From an optimization exercise on the open Yosys and OpenROAD flow, aimed at small area, a short achievable clock period and few clock cycles; shortcuts taken in it are not production practice. At most, simulation tests tie the RTL to the original design; equivalence was not proved. Only the layout flow was run in run 2; the RTL was not checked for function there. Power is estimated from default activity; no workload was simulated.

**design/flow/run.sh**
```bash
#!/bin/bash
# synth_recipe.tcl (not shown) runs the flow's synth.tcl, then flattens the netlist and writes it again
# the make line also repeats each setting of config.mk as NAME=value (left out here)
make -C /OpenROAD-flow-scripts/flow DESIGN_CONFIG=/design/flow/config.mk WORK_HOME=/design/flow/orfs CLKGATE_MAP_FILE= SYNTH_SCRIPT=/design/flow/synth_recipe.tcl finish
```
**design/flow/config.mk**
```make
export PLATFORM = sky130hd
export DESIGN_NAME = graph_triangle_enumerator
export DESIGN_NICKNAME = graph_triangle_enumerator
export VERILOG_FILES = /design/flow/design.v
export SDC_FILE = /design/flow/constraint.sdc
export NUM_CORES = 4
export LEC_CHECK = 0
export ABC_AREA = 1
export CAP_MARGIN = 20
export CORE_MARGIN = 2
export CORE_UTILIZATION = 40
export PLACE_DENSITY = 0.5
export SETUP_SLACK_MARGIN = 3.8
export SLEW_MARGIN = 20
```
**design/flow/constraint.sdc**
```tcl
create_clock -name core_clock -period 7.0 [get_ports {clock}]
set_input_delay 1.4000 -clock core_clock [delete_from_list [all_inputs] [get_ports {clock}]]
set_output_delay 1.4000 -clock core_clock [all_outputs]
set_load 0.01 [all_outputs]
```
**design/flow/design.v**
```verilog
`default_nettype none
package gte_pkg;
   localparam int MAX_NODES  = 32;
   localparam int NODE_W     = 5;
   localparam int ROW_W      = 32;
   localparam int COUNT_W    = 6;
   localparam int CSR_ADDR_W = 3;
   localparam int CSR_DATA_W = 32;
   localparam logic [COUNT_W-1:0] NODE_COUNT_RESET = 6'd32;
endpackage
`default_nettype wire
`default_nettype none
import gte_pkg::*;
module gte_ctrl (
   input  wire logic                   clock,
   input  wire logic                   reset,
   input  wire logic                   req_valid,
   output logic                        req_ready,
   input  wire logic                   req_kind,
   output logic                        rsp_valid,
   input  wire logic                   rsp_ready,
   output logic      [NODE_W-1:0]      rsp_first_node,
   output logic      [NODE_W-1:0]      rsp_second_node,
   output logic      [NODE_W-1:0]      rsp_third_node,
   output logic                        rsp_found,
   input  wire logic [COUNT_W-1:0]     node_count,
   input  wire logic                   count_write,
   input  wire logic                   write_busy,
   output logic                        load_acc,
   output logic      [MAX_NODES-1:0]   rd_sel,
   input  wire logic [ROW_W-1:0]       rd_row
);
   function automatic logic [31:0] pre_or(input logic [31:0] x);
      logic [31:0] p;
      integer k;
      p = {x[30:0], 1'b0};
      for (k = 1; k < 32; k = k * 2) begin
         p = p | (p << k);
      end
      pre_or = p;
   endfunction
   function automatic logic [31:0] low_bit(input logic [31:0] x);
      low_bit = x & ~pre_or(x);
   endfunction
   function automatic logic [2:0] cnt3(input logic [31:0] x);
      logic [2:0] c [0:31];
      integer i, k;
      for (i = 0; i < 32; i = i + 1) begin
         c[i] = {2'b00, x[i]};
      end
      for (k = 1; k < 32; k = k * 2) begin
         for (i = 0; i + k < 32; i = i + 2 * k) begin
            c[i] = {c[i][2] | c[i+k][2] | (c[i][1] & c[i+k][0]) | (c[i][0] & c[i+k][1]),
                    c[i][1] | c[i+k][1] | (c[i][0] & c[i+k][0]),
                    c[i][0] | c[i+k][0]};
         end
      end
      cnt3 = c[0];
   endfunction
   function automatic logic [4:0] enc(input logic [31:0] x);
      integer i;
      enc = '0;
      for (i = 0; i < 32; i = i + 1) begin
         if (x[i]) begin
            enc = enc | i[4:0];
         end
      end
   endfunction
   function automatic logic [31:0] dec(input logic [4:0] k);
      integer i;
      for (i = 0; i < 32; i = i + 1) begin
         dec[i] = (k == i[4:0]);
      end
   endfunction
   function automatic logic [31:0] above(input logic [4:0] k);
      integer i;
      for (i = 0; i < 32; i = i + 1) begin
         above[i] = (i[4:0] > k);
      end
   endfunction
   function automatic logic [31:0] below(input logic [5:0] k);
      integer i;
      for (i = 0; i < 32; i = i + 1) begin
         below[i] = (i[5:0] < k);
      end
   endfunction
   localparam logic [1:0] S_RSTU = 2'd0;
   localparam logic [1:0] S_SCAN = 2'd1;
   localparam logic [1:0] S_DONE = 2'd2;
   logic              pend_ff;
   logic              rsp_valid_ff;
   logic              out_found_ff;
   logic [NODE_W-1:0] out_a_ff;
   logic [NODE_W-1:0] out_b_ff;
   logic [NODE_W-1:0] out_c_ff;
   logic              cur_ff;         
   logic [1:0]        st_ff;
   logic [NODE_W-1:0] au_ff;
   logic [ROW_W-1:0]  vset_ff;
   logic              floor_ff;       
   logic              b_valid_ff;
   logic [NODE_W-1:0] b_u_ff;
   logic [NODE_W-1:0] b_v_ff;
   logic [ROW_W-1:0]  b_w_ff;
   logic              c_valid_ff;
   logic              c_last_ff;      
   logic [NODE_W-1:0] c_u_ff;
   logic [NODE_W-1:0] c_v_ff;
   logic [ROW_W-1:0]  c_w_ff;
   logic              fetch_acc;
   logic              nx_valid;
   logic              out_space;
   logic              pop;
   logic              restart;
   logic [5:0]        n_eff;
   logic [ROW_W-1:0]  mask_n;
   logic [NODE_W-1:0] cu;
   logic [NODE_W-1:0] cv;
   logic [NODE_W-1:0] au_next;
   logic              scan_row;
   logic              scan_edge;
   logic [ROW_W-1:0]  row_in;
   logic [ROW_W-1:0]  v_sel;
   logic [ROW_W-1:0]  v_rest;
   logic [ROW_W-1:0]  w_floor;
   logic [ROW_W-1:0]  w_scan;
   logic [2:0]        b_cnt;
   logic [2:0]        c_cnt;
   logic              c_free;
   logic              b_free;
   logic              b_any;
   logic [ROW_W-1:0]  c_w_sel;
   logic [ROW_W-1:0]  c_w_rest;
   assign n_eff   = (node_count > 6'd32) ? 6'd32 : node_count;
   assign mask_n  = below(n_eff);
   assign nx_valid  = c_valid_ff || ((st_ff == S_DONE) && !b_valid_ff);
   assign out_space = !rsp_valid_ff || rsp_ready;
   assign pop       = pend_ff && nx_valid && out_space;
   assign req_ready = !pend_ff || (nx_valid && !rsp_valid_ff) || (nx_valid && rsp_ready);
   assign fetch_acc = req_valid && req_ready && req_kind;
   assign load_acc  = req_valid && req_ready && !req_kind;
   assign restart   = load_acc || count_write || write_busy;
   assign cu = cur_ff ? out_a_ff : '0;
   assign cv = cur_ff ? out_b_ff : '0;
   assign au_next   = au_ff + 5'd1;
   assign scan_row  = (st_ff == S_SCAN) && (vset_ff == '0);
   assign scan_edge = (st_ff == S_SCAN) && (vset_ff != '0) && b_free;
   assign v_sel  = low_bit(vset_ff);
   assign v_rest = vset_ff & ~v_sel;
   assign rd_sel = v_sel
                 | (scan_row ? dec(au_next) : '0)
                 | ((st_ff == S_RSTU) ? dec(cu) : '0);
   assign w_floor = (floor_ff && vset_ff[cv]) ? above(out_c_ff) : '1;
   assign w_scan  = rd_row & v_rest & w_floor;
   assign row_in  = rd_row & mask_n;
   always_ff @(posedge clock) begin
      if (reset || restart) begin
         st_ff <= S_RSTU;
      end else begin
         case (st_ff)
            S_RSTU: st_ff <= S_SCAN;
            S_SCAN: begin
               if (scan_row && ({1'b0, au_ff} + 6'd3 >= n_eff)) begin
                  st_ff <= S_DONE;
               end
            end
            default: st_ff <= st_ff;
         endcase
      end
   end
   always_ff @(posedge clock) begin
      if (reset || restart) begin
         vset_ff  <= '0;
         floor_ff <= 1'b0;
      end else if (st_ff == S_RSTU) begin
         au_ff    <= cu;
         vset_ff  <= row_in & (above(cv) | dec(cv));
         floor_ff <= cur_ff;
      end else if (scan_row) begin
         au_ff    <= au_next;
         vset_ff  <= row_in;
         floor_ff <= 1'b0;
      end else if (scan_edge) begin
         vset_ff  <= v_rest;
         floor_ff <= 1'b0;
      end
   end
   assign c_w_sel  = low_bit(c_w_ff);
   assign c_w_rest = c_w_ff & ~c_w_sel;
   assign b_cnt    = cnt3(b_w_ff);
   assign c_cnt    = cnt3(c_w_ff);
   assign c_free   = !c_valid_ff || (pop && c_last_ff);
   assign b_any    = b_valid_ff && b_cnt[0];
   assign b_free   = !b_any || c_free;
   always_ff @(posedge clock) begin
      if (reset || restart) begin
         b_valid_ff <= 1'b0;
         c_valid_ff <= 1'b0;
      end else begin
         if (scan_edge) begin
            b_valid_ff <= 1'b1;
         end else if (c_free) begin
            b_valid_ff <= 1'b0;
         end
         if (c_free) begin
            c_valid_ff <= b_any;
         end
      end
   end
   always_ff @(posedge clock) begin
      if (scan_edge) begin
         b_u_ff <= au_ff;
         b_v_ff <= enc(v_sel);
         b_w_ff <= w_scan;
      end
      if (c_free) begin
         c_u_ff    <= b_u_ff;
         c_v_ff    <= b_v_ff;
         c_w_ff    <= b_w_ff;
         c_last_ff <= !b_cnt[1];
      end else if (pop && c_valid_ff) begin
         c_w_ff    <= c_w_rest;
         c_last_ff <= !c_cnt[2];
      end
   end
   always_ff @(posedge clock) begin
      if (reset) begin
         pend_ff      <= 1'b0;
         rsp_valid_ff <= 1'b0;
         cur_ff       <= 1'b0;
      end else begin
         if (fetch_acc) begin
            pend_ff <= 1'b1;
         end else if (pop) begin
            pend_ff <= 1'b0;
         end
         if (pop) begin
            rsp_valid_ff <= 1'b1;
         end else if (rsp_ready) begin
            rsp_valid_ff <= 1'b0;
         end
         if (load_acc) begin
            cur_ff <= 1'b0;
         end else if (pop && c_valid_ff) begin
            cur_ff <= 1'b1;
         end
      end
   end
   always_ff @(posedge clock) begin
      if (pop) begin
         out_found_ff <= c_valid_ff;
         if (c_valid_ff) begin
            out_a_ff <= c_u_ff;
            out_b_ff <= c_v_ff;
            out_c_ff <= enc(c_w_sel);
         end
      end
   end
   assign rsp_valid       = rsp_valid_ff;
   assign rsp_found       = out_found_ff;
   assign rsp_first_node  = out_found_ff ? out_a_ff : '0;
   assign rsp_second_node = out_found_ff ? out_b_ff : '0;
   assign rsp_third_node  = out_found_ff ? out_c_ff : '0;
endmodule
`default_nettype wire
`default_nettype none
import gte_pkg::*;
module gte_dp (
   input  wire logic                        clock,
   input  wire logic                        reset,
   input  wire logic                        wr_en,
   input  wire logic [NODE_W-1:0]           wr_row,
   input  wire logic [ROW_W-1:0]            wr_bits,
   input  wire logic [MAX_NODES-1:0]        rd_sel,
   output logic      [ROW_W-1:0]            rd_row
);
   logic [MAX_NODES-1:0] vld_ff;
   logic [MAX_NODES-1:0] sel_v;
   logic [(MAX_NODES-1)*ROW_W-1:0] mem_q;
   always_ff @(posedge clock) begin
      if (reset) begin
         vld_ff <= '0;
      end else if (wr_en) begin
         vld_ff[wr_row] <= 1'b1;
      end
   end
   assign sel_v = rd_sel & vld_ff;
   genvar r, c;
   generate
      for (r = 0; r < MAX_NODES - 1; r = r + 1) begin : g_row
         for (c = 0; c < ROW_W; c = c + 1) begin : g_col
            if (c > r) begin : g_bit
               always_ff @(posedge clock) begin
                  if (wr_en && (wr_row == r)) begin
                     mem_q[r*ROW_W+c] <= wr_bits[c];
                  end
               end
            end
         end
      end
   endgenerate
   always_comb begin
      integer v, w;
      rd_row = '0;
      for (w = 1; w < ROW_W; w = w + 1) begin
         for (v = 0; v < w; v = v + 1) begin
            rd_row[w] = rd_row[w] | (sel_v[v] & mem_q[v*ROW_W+w]);
         end
      end
   end
endmodule
`default_nettype wire
`default_nettype none
import gte_pkg::*;
module graph_triangle_enumerator (
   input  wire logic                              clock,
   input  wire logic                              reset,
   input  wire logic                              req_valid,
   output logic                                   req_ready,
   input  wire logic                              req_kind,
   input  wire logic [gte_pkg::NODE_W-1:0]        req_row_index,
   input  wire logic [gte_pkg::ROW_W-1:0]         req_row_bits,
   output logic                                   rsp_valid,
   input  wire logic                              rsp_ready,
   output logic      [gte_pkg::NODE_W-1:0]        rsp_first_node,
   output logic      [gte_pkg::NODE_W-1:0]        rsp_second_node,
   output logic      [gte_pkg::NODE_W-1:0]        rsp_third_node,
   output logic                                   rsp_found,
   input  wire logic                              psel,
   input  wire logic                              penable,
   input  wire logic                              pwrite,
   input  wire logic [gte_pkg::CSR_ADDR_W-1:0]    paddr,
   input  wire logic [gte_pkg::CSR_DATA_W-1:0]    pwdata,
   output logic      [gte_pkg::CSR_DATA_W-1:0]    prdata,
   output logic                                   pready
);
   logic [COUNT_W-1:0]   node_count_ff;
   logic                 count_write;
   logic                 load_acc;
   logic                 wr_en_ff;
   logic [NODE_W-1:0]    wr_row_ff;
   logic [ROW_W-1:0]     wr_bits_ff;
   logic [MAX_NODES-1:0] rd_sel;
   logic [ROW_W-1:0]     rd_row;
   assign pready      = 1'b1;
   assign prdata      = paddr[2] ? '0 : {26'd0, node_count_ff};
   assign count_write = psel && penable && pwrite && !paddr[2];
   always_ff @(posedge clock) begin
      if (reset) begin
         node_count_ff <= NODE_COUNT_RESET;
      end else if (count_write) begin
         node_count_ff <= pwdata[COUNT_W-1:0];
      end
   end
   always_ff @(posedge clock) begin
      if (reset) begin
         wr_en_ff <= 1'b0;
      end else begin
         wr_en_ff <= load_acc;
      end
      wr_row_ff  <= req_row_index;
      wr_bits_ff <= req_row_bits;
   end
   gte_ctrl u_ctrl (
      .clock           (clock),
      .reset           (reset),
      .req_valid       (req_valid),
      .req_ready       (req_ready),
      .req_kind        (req_kind),
      .rsp_valid       (rsp_valid),
      .rsp_ready       (rsp_ready),
      .rsp_first_node  (rsp_first_node),
      .rsp_second_node (rsp_second_node),
      .rsp_third_node  (rsp_third_node),
      .rsp_found       (rsp_found),
      .node_count      (node_count_ff),
      .count_write     (count_write),
      .write_busy      (wr_en_ff),
      .load_acc        (load_acc),
      .rd_sel          (rd_sel),
      .rd_row          (rd_row)
   );
   gte_dp u_dp (
      .clock   (clock),
      .reset   (reset),
      .wr_en   (wr_en_ff),
      .wr_row  (wr_row_ff),
      .wr_bits (wr_bits_ff),
      .rd_sel  (rd_sel),
      .rd_row  (rd_row)
   );
endmodule
`default_nettype wire
```
==> summary.txt, run 1 <==
final WL=111 mm; max_cap viols=0; initial antenna violation count=1; CP Capture Type=primary output; Ports=131; Final Instance Area=0.0378 mm²; Tmin final=3.22 ns; DRC viols=0; Fin. Hold Viols=0; first-pass iteration count of the detailed router=6; Final Setup Violations=0; Vias=24444; Rel. slew slack=24.9%; Placed Instance Area=0.0337 mm²; vias per cell=5.35; status=complete, no violations; RSZ-0062 raised after global routing=true; largest net degree at the start of global routing=43; GRT Resource Usage Total=26.8%; TritonCTS Buffers=78; hold path start=u_ctrl.c_v_ff[4]; Synth Warn #=5; Worst-path clk slew=0.06 ns; Avg Cell Area, Syn=9.75 µm²; Top FF cell, synth=edfxtp_1; Final Skew=0.0361 ns; Seq/Total Area, Yosys=63.4%; Startpoint Class=input port; first-pass GRT wire length=159 mm; diode count=0; Non-Filler Instances=4569; DIE HEIGHT=286 µm; starting density of the core=40.4%; Synth Instances=3272; asr flop ratio synth=0%; Worst-Margin Slew=1.13 ns; register area=0.0202 mm²; post-DR wirelength/cell=24.4 µm; Tot Pwr=9960 µW; # rows=103; R2R Path End=u_ctrl.vset_ff[29]; Multi-input gate area=0.0104 mm²; H-Tree Depth=3; CP max FO=2; commonest non-fill, non-tap cell in the layout=nand2_1; number of max-slew violations in the final report=0; Hold Path Cell Cnt=0; vias in the first global route=23448; GR Overflow Total=0; CTS tree=yes; Synth cell types=60; crit path DAT=1.82 ns; pwr dens=263 mW/mm²; Post-Syn Area=0.0319 mm²; most frequent cells in the layout=nand2_1, edfxtp_1, nor2_1; Clock Sinks=711; Hold Path End=u_ctrl.out_b_ff[4]; Fill cells=7423; Hold Path Class=flip-flop to flip-flop; core area=0.0790 mm²; Antenna Violating Nets Remaining=0; flop2flop setup slack=3.85 ns; DP Wirelength=75.0 mm; Die ar.=0.0821 mm²; drt first-iter violations=2387; Peak supply drop=0.257 mV; Clock Path Buffers=3; gpl congestion=0.945; Synth Register Bits=711; port bufs=74; Worst R2R Path Depth=15; width of the chip=286 µm; layout cell share with drive strength beyond 1=11.8%; setup TNS=0 ns; CTS root buffer=clkbuf_16; EDFF count, synth=598; LEAKAGE=0.0147 µW; fin crit share=46.0%; placed insts=4340; fmax=310 MHz; Layout Nets=3551; CP Class=input port to primary output; Clock Latency Late Sink=0.65 ns; Worst EP required=5.60 ns; FF-to-FF Start=u_ctrl.vset_ff[12]; Synth-to-Final Area Change=18.4%
-- cells in the mapped netlist (3+ instances only) --
| cell type | count | area, µm² |
|---|---|---|
| o22ai_1 | 16 | 100 |
| inv_2 | 17 | 63.8 |
| o31ai_1 | 16 | 120 |
| o21a_1 | 5 | 37.5 |
| a31oi_1 | 4 | 25.0 |
| nand2_1 | 843 | 3160 |
| a221oi_1 | 10 | 87.6 |
| buf_4 | 39 | 293 |
| clkinv_1 | 3 | 11.3 |
| clkbuf_1 | 35 | 131 |
| a211oi_1 | 14 | 105 |
| o21ai_0 | 126 | 631 |
| a22o_1 | 6 | 52.6 |
| a21oi_4 | 4 | 65.1 |
| o211a_1 | 3 | 30.0 |
| nor4_1 | 14 | 87.6 |
| ha_1 | 18 | 225 |
| a21oi_1 | 155 | 776 |
| buf_2 | 16 | 80.1 |
| nor2_1 | 413 | 1550 |
| nand2_2 | 9 | 56.3 |
| nand3_1 | 238 | 1190 |
| inv_1 | 332 | 1250 |
| nand4_1 | 63 | 394 |
| o21ai_1 | 5 | 25.0 |
| buf_6 | 12 | 135 |
| nand3_2 | 9 | 90.1 |
| and3_1 | 9 | 56.3 |
| nor2_4 | 4 | 45.0 |
| nand3b_1 | 6 | 45.0 |
| dfxtp_1 | 113 | 2260 |
| nor3_1 | 61 | 305 |
| o211ai_1 | 13 | 97.6 |
| edfxtp_1 | 598 | 18000 |
| o2111ai_1 | 9 | 78.8 |
-- cell families after synthesis --
logic type | count (synthesis) | share of synthesized area [%]
XOR/XNOR | 3 | 0.0823
buffers and inverters | 459 | 6.22
AO/OA/AOI/OAI | 400 | 7.39
flip-flops | 711 | 63.4
AND/OR/NAND/NOR | 1679 | 22.2
adder cells (fa/ha/maj) | 18 | 0.706
other | 2 | 0.0235
-- per-layer routing --
layer	track usage, %	up-vias	wire length [µm]
met1	36.2	11902	47700
met2	45.5	887	54200
met5	0	-	0
li1	-	11470	-
met3	2.68	185	5800
met4	8.69	0	3680
-- flip-flops by register name, summed over array words and instances (netlist names), 2 cells and up --
| register | cells |
|---|---|
| u_ctrl.out_c_ff | 5 |
| u_ctrl.c_u_ff | 5 |
| u_ctrl.b_u_ff | 5 |
| u_ctrl.vset_ff | 31 |
| u_ctrl.c_w_ff | 30 |
| u_ctrl.b_v_ff | 5 |
| u_ctrl.out_b_ff | 5 |
| u_ctrl.b_w_ff | 30 |
| u_ctrl.au_ff | 5 |
| node_count_ff | 6 |
| u_dp.vld_ff | 31 |
| u_ctrl.out_a_ff | 5 |
| u_dp.mem_q | 496 |
| u_ctrl.c_v_ff | 5 |
| wr_row_ff | 5 |
| u_ctrl.st_ff | 2 |
| wr_bits_ff | 31 |
-- worst max-delay path by stage --
| stage | startpoint | to | cells past startpoint |
|---|---|---|---|
| after floorplan | rsp_ready | u_ctrl.vset_ff[27] | 13 |
| after global placement | rsp_ready | u_ctrl.vset_ff[18] | 14 |
| after detailed placement | rsp_ready | u_ctrl.vset_ff[10] | 14 |
| after CTS | rsp_ready | req_ready | 6 |
| after global routing | rsp_ready | req_ready | 6 |
| final | rsp_ready | req_ready | 6 |
-- per-stage QoR --
stage	setup WS [ns]	util (%)	hold WS (ns)
6_report	3.78	47.8	0.414
5_1_grt	3.76	47.8	0.422
4_1_cts	3.77	47.4	0.416
3_5_place_dp	2.17	42.7	0.405
3_3_place_gp	2.20	42.6	0.404
2_1_floorplan	3.86	-	0.386
-- power breakdown --
part | switching, µW | internal, µW
Clock | 1760 | 2450
Sequential | 133 | 4720
Combinational | 624 | 259
Total | 2520 | 7430
-- critical path, stage by stage --
cell     delay (ns)
buf_6          0.09
inv_2          0.04
nand2_2        0.05
nand2_2        0.07
nand2_2        0.06
buf_6          0.12
-- repair_timing --
action                     in CTS  in global routing
resized for setup             180                 80
gates cloned                    7                  2
setup endpoints to repair     139                 80
hold buffers                    0                  0
pin swaps                      15                 15
setup buffers                  62                 11
-- final cells by class --
class | instances | share of cell area [%]
clock inverter | 38 | 1.30
timing repair inverter | 5 | 0.106
sequential | 711 | 53.5
tap | 1050 | 3.48
inverter | 354 | 3.97
multi-input combinational | 2131 | 27.6
clock buffer | 108 | 5.81
timing repair buffer | 172 | 4.17
Testbench counts, summed over its fixed seeds: cycles 33,239.
==> inputs of run 2 (changes only) <==
--- a/design/flow/design.v
+++ b/design/flow/design.v
@@ -105,3 +105,2 @@
    logic              c_valid_ff;
-   logic              c_last_ff;      
    logic [NODE_W-1:0] c_u_ff;
@@ -131,2 +130,4 @@
    logic              b_any;
+   logic              c_any;
+   logic              scan_c;
    logic [ROW_W-1:0]  c_w_sel;
@@ -135,3 +136,3 @@
    assign mask_n  = below(n_eff);
-   assign nx_valid  = c_valid_ff || ((st_ff == S_DONE) && !b_valid_ff);
+   assign nx_valid  = c_any || ((st_ff == S_DONE) && !b_valid_ff);
    assign out_space = !rsp_valid_ff || rsp_ready;
@@ -191,5 +192,7 @@
    assign c_cnt    = cnt3(c_w_ff);
-   assign c_free   = !c_valid_ff || (pop && c_last_ff);
    assign b_any    = b_valid_ff && b_cnt[0];
+   assign c_any    = c_valid_ff && c_cnt[0];
+   assign c_free   = !c_any || (pop && !c_cnt[1]);
    assign b_free   = !b_any || c_free;
+   assign scan_c   = scan_edge && !b_any && c_free;
    always_ff @(posedge clock) begin
@@ -199,3 +202,3 @@
       end else begin
-         if (scan_edge) begin
+         if (scan_edge && !scan_c) begin
             b_valid_ff <= 1'b1;
@@ -205,3 +208,3 @@
          if (c_free) begin
-            c_valid_ff <= b_any;
+            c_valid_ff <= b_any || scan_c;
          end
@@ -216,9 +219,13 @@
       if (c_free) begin
-         c_u_ff    <= b_u_ff;
-         c_v_ff    <= b_v_ff;
-         c_w_ff    <= b_w_ff;
-         c_last_ff <= !b_cnt[1];
-      end else if (pop && c_valid_ff) begin
-         c_w_ff    <= c_w_rest;
-         c_last_ff <= !c_cnt[2];
+         if (b_any) begin
+            c_u_ff <= b_u_ff;
+            c_v_ff <= b_v_ff;
+            c_w_ff <= b_w_ff;
+         end else begin
+            c_u_ff <= au_ff;
+            c_v_ff <= enc(v_sel);
+            c_w_ff <= w_scan;
+         end
+      end else if (pop && c_any) begin
+         c_w_ff <= c_w_rest;
       end
@@ -243,3 +250,3 @@
             cur_ff <= 1'b0;
-         end else if (pop && c_valid_ff) begin
+         end else if (pop && c_any) begin
             cur_ff <= 1'b1;
@@ -250,4 +257,4 @@
       if (pop) begin
-         out_found_ff <= c_valid_ff;
-         if (c_valid_ff) begin
+         out_found_ff <= c_any;
+         if (c_any) begin
             out_a_ff <= c_u_ff;
@@ -276,13 +283,5 @@
 );
-   logic [MAX_NODES-1:0] vld_ff;
-   logic [MAX_NODES-1:0] sel_v;
    logic [(MAX_NODES-1)*ROW_W-1:0] mem_q;
-   always_ff @(posedge clock) begin
-      if (reset) begin
-         vld_ff <= '0;
-      end else if (wr_en) begin
-         vld_ff[wr_row] <= 1'b1;
-      end
-   end
-   assign sel_v = rd_sel & vld_ff;
+   logic [ROW_W-1:0]               wdata;
+   assign wdata = reset ? '0 : wr_bits;
    genvar r, c;
@@ -293,4 +292,4 @@
                always_ff @(posedge clock) begin
-                  if (wr_en && (wr_row == r)) begin
-                     mem_q[r*ROW_W+c] <= wr_bits[c];
+                  if (reset || (wr_en && (wr_row == r))) begin
+                     mem_q[r*ROW_W+c] <= wdata[c];
                   end
@@ -306,3 +305,3 @@
          for (v = 0; v < w; v = v + 1) begin
-            rd_row[w] = rd_row[w] | (sel_v[v] & mem_q[v*ROW_W+w]);
+            rd_row[w] = rd_row[w] | (rd_sel[v] & mem_q[v*ROW_W+w]);
          end
--- a/design/flow/config.mk
+++ b/design/flow/config.mk
@@ -11,2 +11,4 @@
 export CORE_UTILIZATION = 40
+export CTS_CLUSTER_DIAMETER = 100
+export CTS_CLUSTER_SIZE = 30
 export PLACE_DENSITY = 0.5
==> run 2 against run 1 <==
  * Still clean
  * Clock skew grew 0.0077 ns
  * Combinational power rose to 2.5 times the previous value
  * Power shrank 4.2%
  * Clock-buffer cell count down 62
  * Die area decreased by 3.4%
  * Sequential power grew 2%
  * Critical path type is now flip-flop to primary output
  * Largest cell class unchanged
  * Highest routed layer unchanged
==> summary.txt, run 2 <==
core area=0.0761 mm² (was 0.0790 mm²); most frequent cells in the layout=nand2_1, edfxtp_1, nor2_1 (unchanged); hold_buf cts=0 (unchanged); port bufs=74 (unchanged); post-DR wirelength/cell=24.5 µm (was 24.4 µm); Critical Path Start=u_ctrl.c_w_ff[16] (was rsp_ready); Synth Area in Adders=0.487% (was 0.706%); Worst EP required=5.60 ns (about the same); most frequent cell after synthesis=nand2_1 (unchanged); Startpoint Class=flip-flop (was input port); CTS tree=yes (unchanged); largest family of logic cells by synthesized area=simple AND/OR/NAND/NOR gates (unchanged); Non-Filler Instances=4501 (was 4569); Hold Path Class=flip-flop to flip-flop (unchanged); asr flop ratio synth=0% (unchanged); Worst-Margin Slew=1.16 ns (was 1.13 ns); mux contribution to synthesized area=0.0325% (was 0%); vias in the first global route=22421 (was 23448); leading area contributor after synthesis=edfxtp_1 (unchanged); Synth Warn #=5 (unchanged); Synth Register Bits=679 (was 711); Synth-to-Final Area Change=18.1% (was 18.4%); post-synthesis simple-gate area fraction=22.8% (was 22.2%); crit-path max cell delay=0.45 ns (was 0.12 ns); Top FF cell, synth=edfxtp_1 (unchanged); drt first-iter violations=2289 (was 2387); Reg power frac=52.0% (was 48.8%); worst path cell trace=nor2_1, nand2_1, nor2_2, nand2_4, o21ai_4, o31ai_4, nand2_2, nand2_4, buf_6 (was buf_6, inv_2, nand2_2, nand2_2, nand2_2, buf_6); Clock Sinks=679 (was 711); setup TNS=0 ns (unchanged); width of the chip=281 µm (was 286 µm); first-pass iteration count of the detailed router=6 (unchanged); flop2flop setup slack=3.87 ns (was 3.85 ns); Die ar.=0.0792 mm² (was 0.0821 mm²); Synth Area in Compound Gates=6.90% (was 7.39%); top-area cell type share of the netlist area=58.2% (was 56.3%); crit path DAT=2.30 ns (was 1.82 ns); vias per cell=5.31 (was 5.35); final WL=110 mm (was 111 mm); GRT Resource Usage Total=27.1% (was 26.8%); Reg with most FFs=u_dp.mem_q (unchanged); Clock Latency Late Sink=0.69 ns (was 0.65 ns); clock share of power=24.5% (was 42.4%); R2R Path End=u_ctrl.c_w_ff[17] (was u_ctrl.vset_ff[29]); initial antenna violation count=3 (was 1); CP Capture Type=primary output (unchanged); number of max-slew violations in the final report=0 (unchanged); status=complete, no violations (unchanged); Layout Nets=3538 (was 3551); EDFF count, synth=597 (was 598); Synth Area in XOR/XNOR=0.110% (was 0.0823%); DRC viols=0 (unchanged); Antenna Violating Nets Remaining=0 (unchanged); Synth cell types=62 (was 60); Power Internal=6440 µW (was 7430 µW); Combinational Power Share=23.6% (was 8.9%); max_cap viols=0 (unchanged); CP Class=flip-flop to primary output (was input port to primary output); Critical Path Sink=req_ready (unchanged); fmax=270 MHz (was 310 MHz); CTS root buffer=clkbuf_16 (unchanged); Clock Path Buffers=3 (unchanged); max reg flops=496 (unchanged); Net Sw Power=3100 µW (was 2520 µW); switching part of the total power=32.5% (was 25.3%); synth top area cells=edfxtp_1, nand2_1, dfxtp_1 (unchanged); placed insts=4286 (was 4340); pwr dens=262 mW/mm² (was 263 mW/mm²); most used cell, CP=nand2_4 (was nand2_2); most frequent cells after synthesis=nand2_1, edfxtp_1, nor2_1, inv_1, o21ai_0 (was nand2_1, edfxtp_1, nor2_1, inv_1, nand3_1); fin crit share=52.9% (was 46.0%); Max stage delay cell, worst path=edfxtp_1 (was buf_6); Tmin final=3.70 ns (was 3.22 ns); LEAKAGE=0.0151 µW (was 0.0147 µW); Final Skew=0.0438 ns (was 0.0361 ns); Post-Syn Area=0.0308 mm² (was 0.0319 mm²); H-Tree Depth=1 (was 3); Final Setup Violations=0 (unchanged); Ports=131 (unchanged); starting density of the core=40.5% (was 40.4%); Synth Instances=3217 (was 3272); largest net degree at the start of global routing=46 (was 43); Worst-path clk slew=0.11 ns (was 0.06 ns); # rows=101 (was 103); Avg Cell Area, Syn=9.57 µm² (was 9.75 µm²); TritonCTS Buffers=31 (was 78); Fin. Hold Viols=0 (unchanged); first-pass GRT wire length=155 mm (was 159 mm); gpl congestion=0.982 (was 0.945); layout cell share with drive strength beyond 1=15.5% (was 11.8%); Rel. slew slack=22.9% (was 24.9%); largest registers=u_dp.mem_q (496), u_ctrl.vset_ff (31), wr_bits_ff (31); DIE HEIGHT=281 µm (was 286 µm); GR Overflow Total=0 (unchanged); diode count=0 (unchanged); DP Wirelength=72.7 mm (was 75.0 mm); FF-to-FF Start=u_ctrl.au_ff[1] (was u_ctrl.vset_ff[12]); RSZ-0062 raised after global routing=true (unchanged); Peak supply drop=0.198 mV (was 0.257 mV); commonest non-fill, non-tap cell in the layout=nand2_1 (unchanged); Seq/Total Area, Yosys=63.5% (was 63.4%); CP max FO=3 (was 2); Worst R2R Path Depth=20 (was 15); Vias=23910 (was 24444)
## run 2: changes by cell type after synthesis, moves of 19 or more
| cell | change |
|---|---|
| nor2_1 | -33 |
| o21ai_0 | +24 |
| a21oi_1 | -35 |
| dfxtp_1 | -31 |
| nor3_1 | -19 |
| nand2_1 | +165 |
| nand3_1 | -95 |
## run 2: worst min path at each step
stage                     startpoint                 end  slack, ns  cells past startpoint
floorplan           u_ctrl.c_u_ff[0]  u_ctrl.out_a_ff[0]       0.40                      0
global placement    u_ctrl.c_u_ff[3]  u_ctrl.out_a_ff[3]       0.40                      0
detailed placement  u_ctrl.c_v_ff[0]  u_ctrl.out_b_ff[0]       0.41                      0
CTS                 u_ctrl.c_u_ff[1]  u_ctrl.out_a_ff[1]       0.43                      0
global route        u_ctrl.c_v_ff[4]  u_ctrl.out_b_ff[4]       0.44                      0
finish              u_ctrl.c_u_ff[1]  u_ctrl.out_a_ff[1]       0.43                      0
## run 2: worst max-delay path: cells and delay by family, from the launching register on
kind | cells | cell delay, ns
buffers and inverters | 1 | 0.13
and+or+nand+nor | 6 | 0.76
AOI/OAI and AO/OA | 2 | 0.29
DFF | 1 | 0.45
## run 2: through the flow
step | worst slack [ns] | area, µm² | total power, µW | hold WS, ns | utilization [%]
global placement | 2.48 | 33000 | 6820 | 0.402 | 43.3
global route | 3.21 | 36400 | 9910 | 0.440 | 47.8
finish | 3.30 | 36400 | 9540 | 0.429 | 47.8
detailed placement | 2.44 | 33000 | 6840 | 0.410 | 43.3
floorplan | 3.55 | 30900 | 6040 | 0.400 | -
CTS | 3.30 | 35400 | 9400 | 0.429 | 46.5
## run 2: repair_timing
action                                  in CTS  in global routing
endpoints found under the setup margin     174                127
endpoints found under the hold margin        0                  0
gates cloned                                 5                  5
gates resized for setup                    215                158
setup buffers                               94                 53
pin swaps                                   32                 63
## run 2: power by group through the flow
stage	Clock (µW)	Combinational, µW	Sequential [µW]
detailed placement	0	1760	5070
global placement	0	1760	5060
global route	2510	2410	4990
finish	2330	2250	4960
CTS	2380	2070	4950
floorplan	0	1040	5000
## run 2: routing by layer
metal  track usage (%)  vias to the layer above  part of all wire, %
met3              2.24                      143                  5.6
li1                  -                    11153                    -
met1              37.3                    11792                   44
met2              45.7                      822                   47
met5                 0                        -                    0
met4              8.51                        0                  3.7
## run 2: kinds of logic after synthesis
kind of cell             after synthesis
XOR/XNOR                               3
AND/OR/NAND/NOR                     1700
multiplexers                           1
other                                  2
flip-flops                           679
AO/OA/AOI/OAI                        368
buffers and inverters                452
adder cells (fa/ha/maj)               12
## run 2: cell type report
cell class | instances | area, µm²
fill | 7249 | 39700
sequential | 679 | 19600
multi-input combinational | 2117 | 10500
timing repair buffer | 284 | 2650
tap | 1030 | 1290
inverter | 332 | 1270
clock buffer | 46 | 875
clock inverter | 12 | 196
timing repair inverter | 1 | 7.51
==> inputs of run 3 (changes only) <==
--- a/design/flow/design.v
+++ b/design/flow/design.v
@@ -29,2 +29,3 @@
    output logic                        load_acc,
+   output logic                        write_now,
    output logic      [MAX_NODES-1:0]   rd_sel,
@@ -89,3 +90,3 @@
    localparam logic [1:0] S_DONE = 2'd2;
-   logic              pend_ff;
+   logic [1:0]        pend_ff;        
    logic              rsp_valid_ff;
@@ -138,7 +139,8 @@
    assign out_space = !rsp_valid_ff || rsp_ready;
-   assign pop       = pend_ff && nx_valid && out_space;
-   assign req_ready = !pend_ff || (nx_valid && !rsp_valid_ff) || (nx_valid && rsp_ready);
+   assign pop       = (pend_ff != 2'd0) && nx_valid && out_space;
+   assign write_now = write_busy && (pend_ff == 2'd0);
+   assign req_ready = (pend_ff != 2'd2) && !(write_busy && (pend_ff != 2'd0));
    assign fetch_acc = req_valid && req_ready && req_kind;
    assign load_acc  = req_valid && req_ready && !req_kind;
-   assign restart   = load_acc || count_write || write_busy;
+   assign restart   = write_now || count_write;
    assign cu = cur_ff ? out_a_ff : '0;
@@ -234,3 +236,3 @@
       if (reset) begin
-         pend_ff      <= 1'b0;
+         pend_ff      <= 2'd0;
          rsp_valid_ff <= 1'b0;
@@ -238,7 +240,3 @@
       end else begin
-         if (fetch_acc) begin
-            pend_ff <= 1'b1;
-         end else if (pop) begin
-            pend_ff <= 1'b0;
-         end
+         pend_ff <= pend_ff + {1'b0, fetch_acc} - {1'b0, pop};
          if (pop) begin
@@ -248,3 +246,3 @@
          end
-         if (load_acc) begin
+         if (write_now) begin
             cur_ff <= 1'b0;
@@ -338,2 +336,3 @@
    logic                 load_acc;
+   logic                 write_now;
    logic                 wr_en_ff;
@@ -356,7 +355,11 @@
          wr_en_ff <= 1'b0;
-      end else begin
-         wr_en_ff <= load_acc;
+      end else if (load_acc) begin
+         wr_en_ff <= 1'b1;
+      end else if (write_now) begin
+         wr_en_ff <= 1'b0;
+      end
+      if (load_acc) begin
+         wr_row_ff  <= req_row_index;
+         wr_bits_ff <= req_row_bits;
       end
-      wr_row_ff  <= req_row_index;
-      wr_bits_ff <= req_row_bits;
    end
@@ -378,2 +381,3 @@
       .load_acc        (load_acc),
+      .write_now       (write_now),
       .rd_sel          (rd_sel),
@@ -384,3 +388,3 @@
       .reset   (reset),
-      .wr_en   (wr_en_ff),
+      .wr_en   (write_now),
       .wr_row  (wr_row_ff),
--- a/design/flow/config.mk
+++ b/design/flow/config.mk
@@ -14,3 +14,3 @@
 export PLACE_DENSITY = 0.5
-export SETUP_SLACK_MARGIN = 3.8
+export SETUP_SLACK_MARGIN = 3.9
 export SLEW_MARGIN = 20
==> run 3 against run 2 <==
  * Still clean
  * Hold slack worse by 0.020 ns
  * Largest power group unchanged
  * Global-route usage fell by 0.60 points
  * Clock skew grew 0.00094 ns
  * Register-to-register slack better by 0.08 ns
  * Fmax increased by 19%
  * Combinational power rose by 21%
  * Sequential power increased by 4.2%
  * Power grew 8.8%
  * Highest routed layer is now met5
  * Cell count increased by 0.29%
  * Non-clock buffer count down 55
  * Synthesized cell count is 2.0% higher
==> summary.txt, run 3 <==
port bufs=74 (unchanged); worst path cell trace=buf_12, nor2_4, buf_6 (was nor2_1, nand2_1, nor2_2, nand2_4, o21ai_4, o31ai_4, nand2_2, nand2_4, buf_6); Clock Path Buffers=3 (unchanged); Rel. slew slack=24.7% (was 22.9%); Synth Register Bits=680 (was 679); Max stage delay cell, worst path=buf_12 (was edfxtp_1); Fin. Hold Viols=0 (unchanged); Startpoint Class=input port (was flip-flop); Worst EP required=5.60 ns (about the same); max_cap viols=0 (unchanged); Synth Instances=3280 (was 3217); largest registers=u_dp.mem_q (496), u_ctrl.vset_ff (31), wr_bits_ff (31) (unchanged); core area=0.0776 mm² (was 0.0761 mm²); Worst-path clk slew=0.10 ns (was 0.11 ns); metal1 wirelength=46.6 mm (was 48.0 mm); met3 WL=6.10 mm (was 6.20 mm); most frequent cells after synthesis=nand2_1, edfxtp_1, nor2_1, inv_1, o21ai_0 (unchanged); routed wl met2=53.2 mm (was 52.1 mm); vias in the first global route=22706 (was 22421); first-pass iteration count of the detailed router=5 (was 6); largest net degree at the start of global routing=51 (was 46); status=complete, no violations (unchanged); Hold Path Class=flip-flop to flip-flop (unchanged); starting density of the core=40.5% (about the same); CTS tree=yes (unchanged); Die ar.=0.0808 mm² (was 0.0792 mm²); LEAKAGE=0.0153 µW (was 0.0151 µW); Worst R2R Path Depth=17 (was 20); RSZ-0062 raised after global routing=true (unchanged); EDFF count, synth=633 (was 597); Critical Path Start=paddr[2] (was u_ctrl.c_w_ff[16]); fin crit share=44.6% (was 52.9%); gpl congestion=0.974 (was 0.982); leading area contributor after synthesis=edfxtp_1 (unchanged); post-DR wirelength/cell=24.3 µm (was 24.5 µm); Post-Syn Area=0.0314 mm² (was 0.0308 mm²); most frequent cells in the layout=nand2_1, edfxtp_1, nor2_1 (unchanged); drt first-iter violations=2143 (was 2289); setup TNS=0 ns (unchanged); synth top area cells=edfxtp_1, nand2_1, nor2_1 (was edfxtp_1, nand2_1, dfxtp_1); Critical Path Sink=prdata[1] (was req_ready); GRT Resource Usage Total=26.5% (was 27.1%); Vias=23841 (was 23910); H-Tree Depth=2 (was 1); DIE HEIGHT=284 µm (was 281 µm); CTS root buffer=clkbuf_16 (unchanged); final WL=110 mm (about the same); initial antenna violation count=3 (unchanged); fmax=321 MHz (was 270 MHz); crit path DAT=1.72 ns (was 2.30 ns); DP Wirelength=71.2 mm (was 72.7 mm); FF-to-FF Start=u_ctrl.au_ff[1] (unchanged); # rows=102 (was 101); CP Capture Type=primary output (unchanged); CP max FO=7 (was 3); Fill cells=7393 (was 7249); Seq/Total Area, Yosys=63.5% (about the same); Avg Cell Area, Syn=9.58 µm² (was 9.57 µm²); vias per cell=5.28 (was 5.31); Antenna Violating Nets Remaining=0 (unchanged); GR Overflow Total=0 (unchanged); asr flop ratio synth=0% (unchanged); max reg flops=496 (unchanged); first-pass GRT wire length=156 mm (was 155 mm); CP Class=input port to primary output (was flip-flop to primary output); max layer used=met5 (was met4); top-area cell type share of the netlist area=60.5% (was 58.2%); pwr dens=283 mW/mm² (was 262 mW/mm²); Worst-Margin Slew=1.13 ns (was 1.16 ns); Clock Latency Late Sink=0.62 ns (was 0.69 ns); Clock Sinks=680 (was 679); commonest non-fill, non-tap cell in the layout=nand2_1 (unchanged); R2R Path End=u_ctrl.c_w_ff[28] (was u_ctrl.c_w_ff[17]); Placed Instance Area=0.0334 mm² (was 0.0330 mm²); Tot Pwr=10400 µW (was 9540 µW); most frequent cell after synthesis=nand2_1 (unchanged); flop2flop setup slack=3.95 ns (was 3.87 ns); Final Instance Area=0.0367 mm² (was 0.0364 mm²); layout cell share with drive strength beyond 1=13.1% (was 15.5%); Synth-to-Final Area Change=16.9% (was 18.1%); Peak supply drop=0.171 mV (was 0.198 mV); TritonCTS Buffers=35 (was 31); Layout Nets=3549 (was 3538); hold_buf cts=0 (unchanged); Reg with most FFs=u_dp.mem_q (unchanged); Synth Warn #=5 (unchanged); Final Skew=0.0447 ns (was 0.0438 ns); DRC viols=0 (unchanged); width of the chip=284 µm (was 281 µm); Synth cell types=59 (was 62); crit-path max cell delay=0.13 ns (was 0.45 ns); Final Setup Violations=0 (unchanged); Top FF cell, synth=edfxtp_1 (unchanged); Ports=131 (unchanged); Tmin final=3.12 ns (was 3.70 ns); number of max-slew violations in the final report=0 (unchanged)
run 3: through the flow:
| step | cells | setup WS (ns) | utilization [%] | hold slack [ns] |
|---|---|---|---|---|
| after floorplan | 3305 | 3.53 | - | 0.400 |
| after global placement | 4345 | 2.42 | 43.1 | 0.403 |
| after detailed placement | 4345 | 2.26 | 43.1 | 0.405 |
| after CTS | 4457 | 3.77 | 46.1 | 0.408 |
| after global routing | 4510 | 3.81 | 47.3 | 0.411 |
| final | 4514 | 3.88 | 47.3 | 0.409 |
run 3: cell type report:
cell class	instances	area [µm²]	area share [%]
multi-input cells	2186	10700	29.1
inverters	322	1270	3.46
clock buffers	39	933	2.54
repair buffers	229	2320	6.30
flip-flops and latches	680	20000	54.3
repair inverters	1	5.00	0.0136
well taps	1040	1300	3.54
clock inverters	13	240	0.654
diodes	4	10.0	0.0272
run 3: per-layer routing:
layer	GRT usage, %	vias to the layer above
met4	8.30	2
li1	-	11230
met5	0	-
met1	35.0	11631
met2	45.4	813
met3	3.43	165
run 3: report_power, final:
group / internal (µW) / total [µW] / switching (µW)
clock network: 1040 / 2480 / 1440
registers: 4940 / 5170 / 234
logic: 815 / 2720 / 1910
run 3: worst min path at each step:
stage | from | end | cells past startpoint
after floorplan | u_ctrl.c_u_ff[0] | u_ctrl.out_a_ff[0] | 0
after global placement | u_ctrl.c_u_ff[4] | u_ctrl.out_a_ff[4] | 0
after detailed placement | u_ctrl.c_u_ff[3] | u_ctrl.out_a_ff[3] | 0
after CTS | u_ctrl.c_u_ff[3] | u_ctrl.out_a_ff[3] | 0
after global routing | u_ctrl.c_u_ff[3] | u_ctrl.out_a_ff[3] | 0
final | u_ctrl.c_u_ff[3] | u_ctrl.out_a_ff[3] | 0
run 3: cells by family after synthesis:
logic type | after synthesis | share of synthesized area, %
other cells | 2 | 0.0239
compound gates | 370 | 6.66
fa+ha+maj | 14 | 0.557
simple gates | 1765 | 23.0
xor+xnor | 6 | 0.191
buf+inv | 443 | 6.12
flops | 680 | 63.5
run 3: repair_timing:
action / CTS / global route
gates cloned: 5 / 5
endpoints found under the setup margin: 169 / 138
setup buffers: 55 / 46
pin swaps: 22 / 34
gates resized for setup: 194 / 135
run 3: critical path: cells and delay by family:
kind / cells / cell delay (ns)
buffers and inverters: 2 / 0.24
AND/OR/NAND/NOR: 1 / 0.08
Testbench counts of run 3, summed over its fixed seeds: cycles 32,210.
==> inputs of run 4 (changes only) <==
--- a/design/flow/config.mk
+++ b/design/flow/config.mk
@@ -11,4 +11,4 @@
 export CORE_UTILIZATION = 40
-export CTS_CLUSTER_DIAMETER = 100
-export CTS_CLUSTER_SIZE = 30
+export CTS_CLUSTER_DIAMETER = 80
+export CTS_CLUSTER_SIZE = 20
 export PLACE_DENSITY = 0.5
==> run 4 against run 3 <==
  * Still clean
  * Flip-flop and latch count is the same
  * Routed wire length grew 2.5%
  * Final area grew 1.8%
  * Fmax shrank 0.28%
  * Combinational power grew 3%
  * First-iteration DRC count shrank 3.9%
  * Register-to-register slack lost 0.08 ns
  * Cell count grew 0.86%
  * Critical endpoint is now u_ctrl.c_w_ff[28]
  * Largest cell class unchanged
  * Highest routed layer is now met4
==> summary.txt, run 4 <==
Worst EP required=7.36 ns (was 5.60 ns); asr flop ratio synth=0% (unchanged); FF-to-FF Start=u_ctrl.au_ff[0] (was u_ctrl.au_ff[1]); Clock Path Buffers=3 (unchanged); Final Setup Violations=0 (unchanged); Hold Path Class=flip-flop to flip-flop (unchanged); number of max-slew violations in the final report=0 (unchanged); Vias=24194 (was 23841); Critical path buffers and inverters=5 (was 2); Ports=131 (unchanged); CP Depth=21 (was 3); largest registers=u_dp.mem_q (496), u_ctrl.vset_ff (31), wr_bits_ff (31) (unchanged); status=complete, no violations (unchanged); hold_buf cts=0 (unchanged); Seq/Total Area, Yosys=63.5% (unchanged); Tmin final=3.13 ns (was 3.12 ns); Die ar.=0.0808 mm² (unchanged); Hold Slack=0.418 ns (was 0.409 ns); Combinational Power Share=26.1% (was 26.2%); largest net degree at the start of global routing=51 (unchanged); top-area cell type share of the netlist area=60.5% (unchanged); Synth Warn #=5 (unchanged); # rows=102 (unchanged); Worst-path clk slew=0.08 ns (was 0.10 ns); fin crit share=44.7% (was 44.6%); Synth Area in XOR/XNOR=0.191% (unchanged); diode count=0 (was 4); most frequent cells in the layout=nand2_1, edfxtp_1, nor2_1 (unchanged); most frequent cell after synthesis=nand2_1 (unchanged); DP Worst Slack=2.26 ns (unchanged); pwr dens=289 mW/mm² (was 283 mW/mm²); Worst-Margin Slew=1.15 ns (was 1.13 ns); Hold Path Cell Cnt=0 (unchanged); setup TNS=0 ns (unchanged); crit-path max cell delay=0.43 ns (was 0.13 ns); Synth Area in Adders=0.557% (unchanged); mux contribution to synthesized area=0% (unchanged); switching part of the total power=34.1% (was 34.5%); core area=0.0776 mm² (unchanged); TritonCTS Buffers=46 (was 35); first-pass GRT wire length=156 mm (about the same); final WL=112 mm (was 110 mm); drt first-iter violations=2060 (was 2143); gpl congestion=0.974 (unchanged); RSZ-0062 raised after global routing=true (unchanged); Synth Instances=3280 (unchanged); Reg with most FFs=u_dp.mem_q (unchanged); max reg flops=496 (unchanged); CP max FO=7 (unchanged); placed insts=4345 (unchanged); most frequent cells after synthesis=nand2_1, edfxtp_1, nor2_1, inv_1, o21ai_0 (unchanged); Peak supply drop=0.174 mV (was 0.171 mV); Hold Path End=u_ctrl.out_a_ff[3] (unchanged); Layout Nets=3581 (was 3549); Synth-to-Final Area Change=19.0% (was 16.9%); port bufs=74 (unchanged); Power Internal=7120 µW (was 6790 µW); Final Skew=0.0350 ns (was 0.0447 ns); Avg Cell Area, Syn=9.58 µm² (unchanged); DIE HEIGHT=284 µm (unchanged); Worst R2R Path Depth=21 (was 17); CP Capture Type=flip-flop (was primary output); CP Class=flip-flop to flip-flop (was input port to primary output); Clock Latency Late Sink=0.63 ns (was 0.62 ns); Fin. Hold Viols=0 (unchanged); worst path cell trace=ha_4, nand3_4, xor2_4, buf_4, buf_6, clkinvlp_4, buf_4, nor2_1, nand2_1, nand2_4, buf_4, nand2_1, nand2_1, nor2_1, nand2_2, nor2_4, nand2_4, nand2_2, nand2_1, nand2_2, nand2_1 (was buf_12, nor2_4, buf_6); first-pass iteration count of the detailed router=6 (was 5); crit path DAT=3.49 ns (was 1.72 ns); commonest non-fill, non-tap cell in the layout=nand2_1 (unchanged); post-route setup slack=3.87 ns (was 3.88 ns); DP Wirelength=71.2 mm (unchanged); Net Sw Power=3680 µW (was 3590 µW); Rel. slew slack=22.8% (was 24.7%); Max stage delay cell, worst path=edfxtp_1 (was buf_12); CTS root buffer=clkbuf_16 (unchanged); Synth Register Bits=680 (unchanged); width of the chip=284 µm (unchanged); Fill cells=7335 (was 7393); largest family of logic cells by synthesized area=simple AND/OR/NAND/NOR gates (unchanged); Clock Sinks=680 (unchanged); Top FF cell, synth=edfxtp_1 (unchanged); DRC viols=0 (unchanged); Reg power frac=48.0% (was 49.9%); vias per cell=5.31 (was 5.28); initial antenna violation count=2 (was 3); post-DR wirelength/cell=24.7 µm (was 24.3 µm); Post-Syn Area=0.0314 mm² (unchanged); Startpoint Class=flip-flop (was input port); H-Tree Depth=2 (unchanged); leading area contributor after synthesis=edfxtp_1 (unchanged); hold path start=u_ctrl.c_u_ff[3] (unchanged); CTS tree=yes (unchanged); R2R Path End=u_ctrl.c_w_ff[28] (unchanged); EDFF count, synth=633 (unchanged); most used cell, CP=nand2_1; post-synthesis simple-gate area fraction=23.0% (unchanged); Synth cell types=59 (unchanged); max_cap viols=0 (unchanged); LEAKAGE=0.0156 µW (was 0.0153 µW); CP top delay family=simple AND/OR/NAND/NOR gates (was buffers and inverters); layout cell share with drive strength beyond 1=14.9% (was 13.1%); Multi-input gate area=0.0109 mm² (was 0.0107 mm²); GR Overflow Total=0 (unchanged); fmax=320 MHz (was 321 MHz); clock share of power=26.0% (was 23.9%); GRT Resource Usage Total=26.5% (about the same); starting density of the core=40.5% (unchanged); synth top area cells=edfxtp_1, nand2_1, nor2_1 (unchanged); flop2flop setup slack=3.87 ns (was 3.95 ns); register area=0.0200 mm² (about the same); Antenna Violating Nets Remaining=0 (unchanged); Non-Filler Instances=4553 (was 4514); vias in the first global route=23018 (was 22706); Synth Area in Compound Gates=6.66% (unchanged)
run 4: cell counts after synthesis:
Identical to the previous run, type by type.
run 4: per-stage QoR:
step                      power, µW  utilization [%]  instance area (µm²)
after floorplan                6550                -                31500
after global placement         7540             43.1                33400
after detailed placement       7560             43.1                33400
after CTS                     10600             46.6                36200
after global routing          11300             48.2                37400
final                         10800             48.2                37400
run 4: kinds of logic after synthesis:
family / after synthesis
adder cells (fa/ha/maj): 14
flip-flops: 680
AND/OR/NAND/NOR: 1765
AO/OA/AOI/OAI: 370
buffers and inverters: 443
XOR/XNOR: 6
other: 2
run 4: area by class of cell:
cell class / count / area share [%]
flip-flops and latches: 680 / 53.4
clock inverters: 16 / 0.669
well taps: 1040 / 3.48
clock buffers: 58 / 3.25
multi-input cells: 2186 / 29.0
inverters: 322 / 3.36
repair buffers: 251 / 6.85
run 4: worst max-delay path by stage:
stage	endpoint	start	slack [ns]
floorplan	u_dp.mem_q[10]	reset	3.53
global placement	u_ctrl.c_w_ff[19]	u_ctrl.au_ff[0]	2.42
detailed placement	u_ctrl.c_w_ff[19]	u_ctrl.au_ff[0]	2.26
CTS	rsp_first_node[0]	u_ctrl.out_found_ff	3.77
global route	u_ctrl.c_w_ff[31]	u_ctrl.au_ff[0]	3.75
finish	u_ctrl.c_w_ff[28]	u_ctrl.au_ff[0]	3.87
run 4: timing repair:
item / CTS / global route
pin swaps: 28 / 61
buffers inserted: 71 / 50
gates resized for setup: 193 / 195
endpoints found under the setup margin: 169 / 151
gates cloned: 4 / 8
run 4: per-layer routing:
layer | vias up | wire [µm] | GRT usage [%]
li1 | 11299 | - | -
met1 | 11859 | 47700 | 35.1
met2 | 826 | 54000 | 45.2
met3 | 210 | 6360 | 3.58
met4 | 0 | 4320 | 8.28
met5 | - | 0 | 0
run 4: worst register-to-register path: cells and delay by family, from the launching register on:
family                     cells  cell delay [ns]
xor gates and xnor gates       1             0.19
adders and majority gates      1             0.20
DFF                            1             0.43
and+or+nand+nor               14             1.33
buffers and inverters          5             0.68
run 4: power by group through the flow:
stage                     registers [µW]  clock network [µW]  logic, µW
after detailed placement            5270                   0       2290
final                               5180                2800       2810
after floorplan                     5180                   0       1360
after global routing                5220                3000       3040
after global placement              5260                   0       2280
after CTS                           5170                2860       2520
==> inputs of run 5 (changes only) <==
--- a/design/flow/design.v
+++ b/design/flow/design.v
@@ -124,2 +124,3 @@
    logic [ROW_W-1:0]  v_rest;
+   logic [2:0]        v_cnt;
    logic [ROW_W-1:0]  w_floor;
@@ -152,2 +153,3 @@
    assign v_rest = vset_ff & ~v_sel;
+   assign v_cnt  = cnt3(vset_ff);
    assign rd_sel = v_sel
@@ -186,3 +188,3 @@
       end else if (scan_edge) begin
-         vset_ff  <= v_rest;
+         vset_ff  <= v_cnt[2] ? v_rest : '0;
          floor_ff <= 1'b0;
--- a/design/flow/config.mk
+++ b/design/flow/config.mk
@@ -11,4 +11,4 @@
 export CORE_UTILIZATION = 40
-export CTS_CLUSTER_DIAMETER = 80
-export CTS_CLUSTER_SIZE = 20
+export CTS_CLUSTER_DIAMETER = 100
+export CTS_CLUSTER_SIZE = 30
 export PLACE_DENSITY = 0.5
==> run 5 against run 4 <==
  * Synthesized cell count grew 5.0%
  * Highest routed layer unchanged
  * Via count grew 2.7%
  * Largest power group unchanged
  * Largest cell class unchanged
  * Routed wire length grew 3.6%
  * Power shrank 3.4%
  * Critical path type is now flip-flop to primary output
==> summary.txt, run 5 <==
status=complete, no violations (unchanged); drt first-iter violations=2161 (was 2060); max_cap viols=0 (unchanged); most frequent cells in the layout=nand2_1, edfxtp_1, nor2_1 (unchanged); width of the chip=288 µm (was 284 µm); metal1 wirelength=48.9 mm (was 47.7 mm); top-area cell type share of the netlist area=58.8% (was 60.5%); hold path start=u_ctrl.c_u_ff[3] (unchanged); Final Setup Violations=0 (unchanged); Clock Path Buffers=3 (unchanged); layout cell share with drive strength beyond 1=12.8% (was 14.9%); EDFF count, synth=633 (unchanged); Avg Cell Area, Syn=9.38 µm² (was 9.58 µm²); Tot Pwr=10400 µW (was 10800 µW); most frequent cell after synthesis=nand2_1 (unchanged); vias per cell=5.32 (was 5.31); first-pass iteration count of the detailed router=6 (unchanged); gpl congestion=0.973 (was 0.974); core area=0.0803 mm² (was 0.0776 mm²); Tmin final=3.20 ns (was 3.13 ns); CP top delay family=buffers and inverters (was simple AND/OR/NAND/NOR gates); Die ar.=0.0831 mm² (was 0.0808 mm²); # rows=104 (was 102); final WL=116 mm (was 112 mm); Antenna Violating Nets Remaining=0 (unchanged); routed wl met2=56.8 mm (was 54.0 mm); synth top area cells=edfxtp_1, nand2_1, nor2_1 (unchanged); pwr dens=279 mW/mm² (was 289 mW/mm²); met3 WL=6.24 mm (was 6.36 mm); Rel. slew slack=22.0% (was 22.8%); Hold Path Class=flip-flop to flip-flop (unchanged); Worst-path clk slew=0.11 ns (was 0.08 ns); port bufs=74 (unchanged); Clock Sinks=680 (unchanged); Startpoint Class=flip-flop (unchanged); Layout Nets=3687 (was 3581); Fin. Hold Viols=0 (unchanged); Clock Latency Late Sink=0.62 ns (was 0.63 ns); commonest non-fill, non-tap cell in the layout=nand2_1 (unchanged); CTS root buffer=clkbuf_16 (unchanged); starting density of the core=40.2% (was 40.5%); H-Tree Depth=2 (unchanged); Vias=24845 (was 24194); Seq/Total Area, Yosys=61.7% (was 63.5%); most frequent cells after synthesis=nand2_1, edfxtp_1, nor2_1, inv_1, nand3_1 (was nand2_1, edfxtp_1, nor2_1, inv_1, o21ai_0); asr flop ratio synth=0% (unchanged); Synth cell types=51 (was 59); fin crit share=45.7% (was 44.7%); Final Skew=0.0525 ns (was 0.0350 ns); DRC viols=0 (unchanged); largest net degree at the start of global routing=62 (was 51); Peak supply drop=0.196 mV (was 0.174 mV); Critical path buffers and inverters=4 (was 5); LEAKAGE=0.0158 µW (was 0.0156 µW); Top FF cell, synth=edfxtp_1 (unchanged); Synth Instances=3443 (was 3280); Final Instance Area=0.0374 mm² (about the same); Ports=131 (unchanged); placed insts=4529 (was 4345); diode count=0 (unchanged); max reg flops=496 (unchanged); GRT Resource Usage Total=26.8% (was 26.5%); vias in the first global route=23177 (was 23018); Placed Instance Area=0.0343 mm² (was 0.0334 mm²); DIE HEIGHT=288 µm (was 284 µm); leading area contributor after synthesis=edfxtp_1 (unchanged); Hold Slack=0.431 ns (was 0.418 ns); GR Overflow Total=0 (unchanged); Post-Syn Area=0.0323 mm² (was 0.0314 mm²); crit-path max cell delay=0.44 ns (was 0.43 ns); CP Class=flip-flop to primary output (was flip-flop to flip-flop); post-DR wirelength/cell=25.0 µm (was 24.7 µm); max layer used=met4 (unchanged); initial antenna violation count=1 (was 2); RSZ-0062 raised after global routing=true (unchanged); CP Capture Type=primary output (was flip-flop); DP Wirelength=76.9 mm (was 71.2 mm); Worst EP required=5.60 ns (was 7.36 ns); worst path cell trace=buf_4, clkbuf_16, nand2_1, inv_1, dlygate4sd2_1 (was ha_4, nand3_4, xor2_4, buf_4, buf_6, clkinvlp_4, buf_4, nor2_1, nand2_1, nand2_4, buf_4, nand2_1, nand2_1, nor2_1, nand2_2, nor2_4, nand2_4, nand2_2, nand2_1, nand2_2, nand2_1); Max stage delay cell, worst path=edfxtp_1 (unchanged); Synth Register Bits=680 (unchanged); CTS tree=yes (unchanged); largest registers=u_dp.mem_q (496), u_ctrl.vset_ff (31), wr_bits_ff (31) (unchanged); first-pass GRT wire length=160 mm (was 156 mm); number of max-slew violations in the final report=0 (unchanged); FF-to-FF Start=u_ctrl.vset_ff[24] (was u_ctrl.au_ff[0]); Synth-to-Final Area Change=15.6% (was 19.0%); crit path DAT=1.80 ns (was 3.49 ns); CP max FO=8 (was 7); fmax=313 MHz (was 320 MHz); Synth Warn #=6 (was 5); TritonCTS Buffers=34 (was 46); Non-Filler Instances=4667 (was 4553); Critical Path Start=u_ctrl.out_found_ff (was u_ctrl.au_ff[0]); Worst-Margin Slew=1.16 ns (was 1.15 ns); setup TNS=0 ns (unchanged); Reg with most FFs=u_dp.mem_q (unchanged)
## run 5: cell types whose count changed in the layout (fill, tap and decap cells not counted), moves of 12 or more
cell,before,now
inv_1,302,329
nor2_1,356,402
nand4_1,53,70
clkbuf_16,54,40
nand2_1,978,1070
nand3_1,133,158
a21oi_1,103,123
dfxtp_1,37,25
o21ai_0,150,99
buf_4,127,95
## run 5: area by class of cell
type / count / area [µm²]
clock buffer: 35 / 876
clock inverter: 15 / 206
fill: 7590 / 42900
inverter: 351 / 1340
multi-input combinational: 2319 / 11500
sequential: 680 / 20000
tap: 1060 / 1330
timing repair buffer: 207 / 2180
## run 5: final timing paths
path / end / slack (ns) / cells past startpoint
setup / recovery: rsp_third_node[2] / 3.80 / 5
hold reg to reg: u_ctrl.out_a_ff[3] / 0.43 / 0
hold / removal: u_ctrl.out_a_ff[3] / 0.43 / 0
setup reg to reg: u_ctrl.vset_ff[24] / 3.92 / 16
## run 5: cell families after synthesis
group	count (synthesis)	share of synthesized area, %
AOI/OAI and AO/OA	340	5.92
and+or+nand+nor	1927	25.0
adders and majority gates	14	0.542
buffers and inverters	475	6.66
xor gates and xnor gates	5	0.136
DFF	680	61.7
other	2	0.0232
## run 5: timing repair
action / 4_1_cts / 5_1_grt
buffers inserted: 44 / 33
resized for setup: 186 / 141
gates cloned: 2 / 9
endpoints found under the setup margin: 193 / 133
pin swaps: 26 / 17
hold buffers: 0 / 0
## run 5: power breakdown
part / switching [µW] / leakage (µW) / total, µW / internal [µW]
Sequential: 244 / 0.00681 / 5180 / 4940
Clock: 1420 / 0.000528 / 2400 / 977
Combinational: 2020 / 0.00841 / 2850 / 831
## run 5: stage by stage
| stage | worst slack, ns | utilization (%) |
|---|---|---|
| 2_1_floorplan | 3.53 | - |
| 3_3_place_gp | 2.76 | 42.6 |
| 3_5_place_dp | 2.75 | 42.7 |
| 4_1_cts | 3.75 | 45.3 |
| 5_1_grt | 3.73 | 46.5 |
| 6_report | 3.80 | 46.5 |
## run 5: layer usage
layer | track usage, % | vias up
li1 | - | 11676
met1 | 35.4 | 12131
met2 | 46.4 | 863
met3 | 2.83 | 175
met4 | 8.45 | 0
met5 | 0 | -
Testbench counts of run 5, summed over its fixed seeds: cycles 30,140.
==> inputs of run 6 (changes only) <==
--- a/design/flow/config.mk
+++ b/design/flow/config.mk
@@ -10,6 +10,6 @@
 export CORE_MARGIN = 2
-export CORE_UTILIZATION = 40
+export CORE_UTILIZATION = 55
 export CTS_CLUSTER_DIAMETER = 100
 export CTS_CLUSTER_SIZE = 30
-export PLACE_DENSITY = 0.5
+export PLACE_DENSITY = 0.65
 export SETUP_SLACK_MARGIN = 3.9
==> run 6 against run 5 <==
  * Hold slack about the same
  * Final area down 1.8%
  * Die area down 27%
  * Critical path depth unchanged
  * Cell count down 6.3%
  * Synthesized cell count unchanged
  * Clock skew down 0.020 ns
  * Clock-buffer cell count up 3
  * Critical path type unchanged
  * Area after synthesis unchanged
  * Combinational power down 2%
  * Power down 2.6%
==> summary.txt, run 6 <==
status=complete, no violations (unchanged); Ports=131 (unchanged); post-DR wirelength/cell=25.3 µm (was 25.0 µm); CTS tree=yes (unchanged); starting density of the core=55.8% (was 40.2%); Synth Register Bits=680 (unchanged); crit path DAT=1.76 ns (was 1.80 ns); Final Setup Violations=0 (unchanged); DIE HEIGHT=246 µm (was 288 µm); leading area contributor after synthesis=edfxtp_1 (unchanged); EDFF count, synth=633 (unchanged); CTS root buffer=clkbuf_16 (unchanged); max_cap viols=0 (unchanged); Worst EP required=5.60 ns (about the same); Avg Cell Area, Syn=9.38 µm² (unchanged); # rows=88 (was 104); crit-path max cell delay=0.42 ns (was 0.44 ns); top-area cell type share of the netlist area=58.8% (unchanged); final WL=111 mm (was 116 mm); synth top area cells=edfxtp_1, nand2_1, nor2_1 (unchanged); Post-Syn Area=0.0323 mm² (unchanged); first-pass iteration count of the detailed router=6 (unchanged); fin crit share=45.2% (was 45.7%); Critical path buffers and inverters=4 (unchanged); Clock Sinks=680 (unchanged); commonest non-fill, non-tap cell in the layout=nand2_1 (unchanged); Worst-path clk slew=0.10 ns (was 0.11 ns); Hold Path Class=flip-flop to flip-flop (unchanged); Peak supply drop=0.256 mV (was 0.196 mV); setup TNS=0 ns (unchanged); layout cell share with drive strength beyond 1=12.2% (was 12.8%); Power Internal=6560 µW (was 6740 µW); CP max FO=12 (was 8); switching part of the total power=35.3% (about the same); pwr dens=277 mW/mm² (was 279 mW/mm²); vias per cell=5.88 (was 5.32); CP Capture Type=primary output (unchanged); Antenna Violating Nets Remaining=0 (unchanged); LEAKAGE=0.0156 µW (was 0.0158 µW); Layout Nets=3683 (was 3687); Reg power frac=50.9% (was 49.7%); GR Overflow Total=0 (unchanged); vias in the first global route=23651 (was 23177); Vias=25723 (was 24845); final core occ=63.3% (was 46.5%); largest registers=u_dp.mem_q (496), u_ctrl.vset_ff (31), wr_bits_ff (31) (unchanged); GRT Resource Usage Total=34.5% (was 26.8%); Fin. Hold Viols=0 (unchanged); H-Tree Depth=1 (was 2)
==> run 6: cell counts after synthesis <==
No cell type changed its count.
==> run 6: power by group through the flow <==
| stage | sequential [µW] | combinational (µW) | clock (µW) |
|---|---|---|---|
| 3_5_place_dp | 5260 | 2380 | 0 |
| 5_1_grt | 5210 | 3020 | 2310 |
| 2_1_floorplan | 5180 | 1540 | 0 |
| 4_1_cts | 5160 | 2520 | 2180 |
| 3_3_place_gp | 5240 | 2360 | 0 |
| 6_report | 5170 | 2800 | 2180 |
==> run 6: logic make-up after synthesis <==
kind of cell | count (synthesis) | share of synthesized area [%]
and+or+nand+nor | 1927 | 25.0
DFF | 680 | 61.7
buffers and inverters | 475 | 6.66
AOI/OAI and AO/OA | 340 | 5.92
adders and majority gates | 14 | 0.542
xor gates and xnor gates | 5 | 0.136
other | 2 | 0.0232
==> run 6: final timing paths <==
kind         slack [ns]            endpoint                 from  depth (start not counted)
min reg2reg        0.43  u_ctrl.out_b_ff[1]     u_ctrl.c_v_ff[1]                          0
max                3.84   rsp_first_node[1]  u_ctrl.out_found_ff                          5
min                0.43  u_ctrl.out_b_ff[1]     u_ctrl.c_v_ff[1]                          0
max reg2reg        3.92   u_ctrl.c_w_ff[17]      u_ctrl.au_ff[0]                         17
==> run 6: what timing repair did <==
item / in CTS / in global routing
gates resized for setup: 151 / 152
hold buffers: 0 / 0
buffers inserted: 33 / 48
gates cloned: 5 / 12
endpoints found under the setup margin: 193 / 134
pin swaps: 21 / 27
==> run 6: per-layer routing <==
layer,GRT usage [%],vias to the layer above,share of wire [%]
met5,0,-,0
met3,3.67,310,9.3
li1,-,11690,-
met2,56.3,1453,46
met4,17.3,0,6.8
met1,46.1,12270,38
==> run 6: worst register-to-register path, stage by stage, from the launching register on <==
cell      delay, ns
edfxtp_1       0.47
buf_4          0.17
buf_4          0.14
nand3_1        0.09
nand2_1        0.10
nand3_2        0.18
nor2_1         0.08
nand4_1        0.23
buf_4          0.26
nand2_8        0.17
nand2_1        0.11
nand4_1        0.09
nor2_1         0.12
nand3_1        0.25
nand2_1        0.20
nand2_1        0.07
nand2_1        0.09
nand2_1        0.05
==> run 6: layout make-up <==
class                           instances  area, µm²
Fill cell                            4796      21200
Sequential cell                       680      20000
Multi-Input combinational cell       2328      11600
Timing Repair Buffer                  197       1880
Inverter                              351       1340
Tap cell                              765        957
Clock buffer                           38        781
Clock inverter                         11        183
Timing Repair inverter                  1       7.51
Antenna cell                            1       2.50
==> run 6: per-stage QoR <==
step	power [µW]	hold slack, ns	std cells	area, µm²
after floorplan	6710	0.400	3468	32400
after global placement	7600	0.402	4222	33700
after detailed placement	7640	0.406	4222	33700
after CTS	9860	0.432	4309	35500
after global routing	10500	0.438	4371	36700
final	10200	0.431	4372	36700

Check on run 6: ideal ports give 3.837 ns setup slack; a clkbuf_16 on the clock port and buf_2 on the inputs give 3.771 ns; moving port delays by the midpoint clock arrival (0.712 ns) as well gives 3.364 ns.
